This is an optimization exercise on Yosys and OpenROAD, whose aim is small area, a short achievable clock period and few clock cycles, not a production implementation. No activity file was given, so power comes from the tool's default toggle rates.

==> module riscv_alu_div, before the edit <==
module riscv_alu_div (
	input  logic        clk_i,
	input  logic        rst_n_i,
	input  logic        req_i,         
	input  logic        ex_ready_i,
	input  logic [6:0]  op_i,
	input  logic [31:0] a_i,
	input  logic [31:0] b_i,
	input  logic [5:0]  a_len_i,       
	input  logic [4:0]  a_hi_i,        
	input  logic        a_top_i,
	input  logic        a_inv_i,
	input  logic [31:0] rot_i,         
	input  logic [31:0] sum_i,         
	input  logic        cout_i,
	output logic [4:0]  rot_amt_o,
	output logic        align_o,
	output logic [31:0] dvd_o,
	output logic        busy_o,
	output logic        done_o,
	output logic [31:0] p_o,           
	output logic [31:0] mag_o,         
	output logic        neg_b_o,
	output logic        neg_res_o,
	output logic        b_zero_o,
	output logic        ready_o
);
	logic        sgn;
	logic        neg_a;
	logic        neg_b;
	logic        b_zero;
	logic [5:0]  b_len;
	logic [31:0] y;
	logic [4:0]  b_hi;
	logic        hi_lt;
	logic        hi_next;
	logic        fast;
	logic [5:0]  span;
	logic [31:0] top_mask;
	logic        start;
	logic        last;
	logic        align_q;
	logic        busy_q;
	logic        done_q;
	logic [4:0]  cnt_q;
	logic [31:0] rem_q;
	logic [31:0] dvd_q;
	logic [31:0] p;
	logic        q;
	logic        neg_res;
	assign sgn    = op_i[0];
	assign neg_a  = sgn & a_i[31];
	assign neg_b  = sgn & b_i[31];
	assign b_zero = ~|b_i;
	assign y      = b_i ^ {32{neg_b}};
	assign b_hi   = riscv_alu_pkg::high_index({y[30:0], 1'b1});
	assign b_len  = y[31] ? 6'd32 : {1'b0, b_hi};
	always_comb begin
		hi_next = 1'b1;
		for (int i = 0; i < 5; i++) begin
			hi_next = hi_next & ((a_hi_i[i] ^ b_hi[i]) ==
				((a_hi_i & 5'((1 << i) - 1)) == 5'((1 << i) - 1)));
		end
	end
	assign hi_lt = (a_hi_i < b_hi) & ~(a_inv_i & hi_next);
	assign fast  = b_zero | (~a_top_i & (y[31] | hi_lt));
	assign span = a_len_i - b_len + 6'd1;
	assign rot_amt_o = cnt_q;
	always_comb begin
		for (int i = 0; i < 32; i++) begin
			top_mask[i] = (cnt_q == 5'd0) || ((6'(i) + {1'b0, cnt_q}) >= 6'd32);
		end
	end
	assign start = req_i & ~fast & ~align_q & ~busy_q & ~done_q;
	assign last  = busy_q & (cnt_q == 5'd1);
	always_ff @(posedge clk_i or negedge rst_n_i) begin
		if (!rst_n_i) begin
			align_q <= 1'b0;
			busy_q  <= 1'b0;
			done_q  <= 1'b0;
		end else begin
			align_q <= start;
			if (align_q) begin
				busy_q <= 1'b1;
			end else if (last) begin
				busy_q <= 1'b0;
			end
			if (last) begin
				done_q <= 1'b1;
			end else if (ex_ready_i) begin
				done_q <= 1'b0;
			end
		end
	end
	assign p = {rem_q[30:0], dvd_q[31]};
	assign q = rem_q[31] | cout_i;
	always_ff @(posedge clk_i) begin
		if (busy_q) begin
			rem_q <= q ? sum_i : p;
			dvd_q <= {dvd_q[30:0], q};
			cnt_q <= cnt_q - 5'd1;
		end else if (align_q) begin
			rem_q <= rot_i & ~top_mask;
			dvd_q <= rot_i & top_mask;
		end else if (!done_q) begin
			dvd_q     <= sum_i;
			cnt_q     <= (span[5] ? 5'd0 : span[4:0]);
		end
	end
	assign p_o     = p;
	assign mag_o   = op_i[1] ? rem_q : dvd_q;
	assign neg_res = sgn & a_i[31] & (op_i[1] | ~b_i[31]) | neg_b & ~op_i[1] & ~a_i[31];
	assign b_zero_o = b_zero;
	assign ready_o   = done_q | (~busy_q & ~align_q & ~(req_i & ~fast));
	assign align_o   = align_q;
	assign dvd_o     = dvd_q;
	assign busy_o    = busy_q;
	assign done_o    = done_q;
	assign neg_b_o   = neg_b;
	assign neg_res_o = neg_res;
endmodule
export LEC_CHECK = 0
export ABC_AREA = 1
export CAP_MARGIN = 20
export CORE_MARGIN = 2
export CORE_UTILIZATION = 40
export SETUP_SLACK_MARGIN = 2.5
export SLEW_MARGIN = 20
create_clock -name core_clock -period 12.0 [get_ports {clk_i}]
run.sh (not shown) runs the stock make flow with config.mk's settings and CLKGATE_MAP_FILE= SYNTH_SCRIPT=/design/flow/synth_recipe.tcl, a recipe that flattens the netlist after the stock synthesis.
Edit:
--- a/flow/design.v
+++ b/flow/design.v
@@ -255,9 +255,9 @@
 	output logic        busy_o,
 	output logic        done_o,
 	output logic [31:0] p_o,           
 	output logic [31:0] mag_o,         
-	output logic        neg_b_o,
+	output logic        neg_b_o,       
 	output logic        neg_res_o,
 	output logic        b_zero_o,
 	output logic        ready_o
 );
@@ -277,8 +277,11 @@
 	logic        last;
 	logic        align_q;
 	logic        busy_q;
 	logic        done_q;
+	logic        sel_rem_q;
+	logic        neg_b_q;
+	logic        neg_res_q;
 	logic [4:0]  cnt_q;
 	logic [31:0] rem_q;
 	logic [31:0] dvd_q;
 	logic [31:0] p;
@@ -340,21 +343,24 @@
 			dvd_q <= rot_i & top_mask;
 		end else if (!done_q) begin
 			dvd_q     <= sum_i;
 			cnt_q     <= (span[5] ? 5'd0 : span[4:0]);
+			sel_rem_q <= op_i[1];
+			neg_b_q   <= neg_b;
+			neg_res_q <= neg_res;
 		end
 	end
 	assign p_o     = p;
-	assign mag_o   = op_i[1] ? rem_q : dvd_q;
+	assign mag_o   = sel_rem_q ? rem_q : dvd_q;
 	assign neg_res = sgn & a_i[31] & (op_i[1] | ~b_i[31]) | neg_b & ~op_i[1] & ~a_i[31];
 	assign b_zero_o = b_zero;
 	assign ready_o   = done_q | (~busy_q & ~align_q & ~(req_i & ~fast));
 	assign align_o   = align_q;
 	assign dvd_o     = dvd_q;
 	assign busy_o    = busy_q;
 	assign done_o    = done_q;
-	assign neg_b_o   = neg_b;
-	assign neg_res_o = neg_res;
+	assign neg_b_o   = neg_b_q;
+	assign neg_res_o = neg_res_q;
 endmodule
 `default_nettype wire
 `timescale 1ns/10ps
 `default_nettype none
Worst setup slack got worse by 22 ps.
Clock skew came out lower by 3.8 ps.
Register-to-register slack got worse by 120 ps.
Total power came out higher by 5.2%.
Worst hold slack improved by 47 ps.
Cell count came out higher by 1.2%.
Function was not checked in any run of this note: the RTL went through the layout flow alone.

## separate check: timing with driven ports
The flow's constraints put no driver on any port. The routed layouts listed below were extracted and timed again, unchanged, in two steps.
Step 1 sets driving cells, clkbuf_16 on the clock port and buf_2 on the other inputs (assumed; they add their load-dependent delay and slew).
Step 2 adds t to the input delays and takes it off the output delays; t is the mean of the earliest and latest rising clock arrival at the registers after step 1. Input paths then give back, and output paths get back, about the clock's delay inside the block.
Slacks: no drivers / after step 1 / after step 2; pairs: no drivers / after step 1.
run	shift t [ns]	setup WS [ns]	hold WS [ns]	pins driven straight from the clock port
the first run	0.405	2.587 / 2.560 / 2.560	0.595 / 0.595 / 0.595	1
the second run	0.401	2.565 / 2.537 / 2.537	0.643 / 0.643 / 0.643	1
After both steps every run listed still meets setup and hold. The setup slack of the second run, which loses most, moves by -0.028 ns with the drivers and by -0.028 ns with both steps.
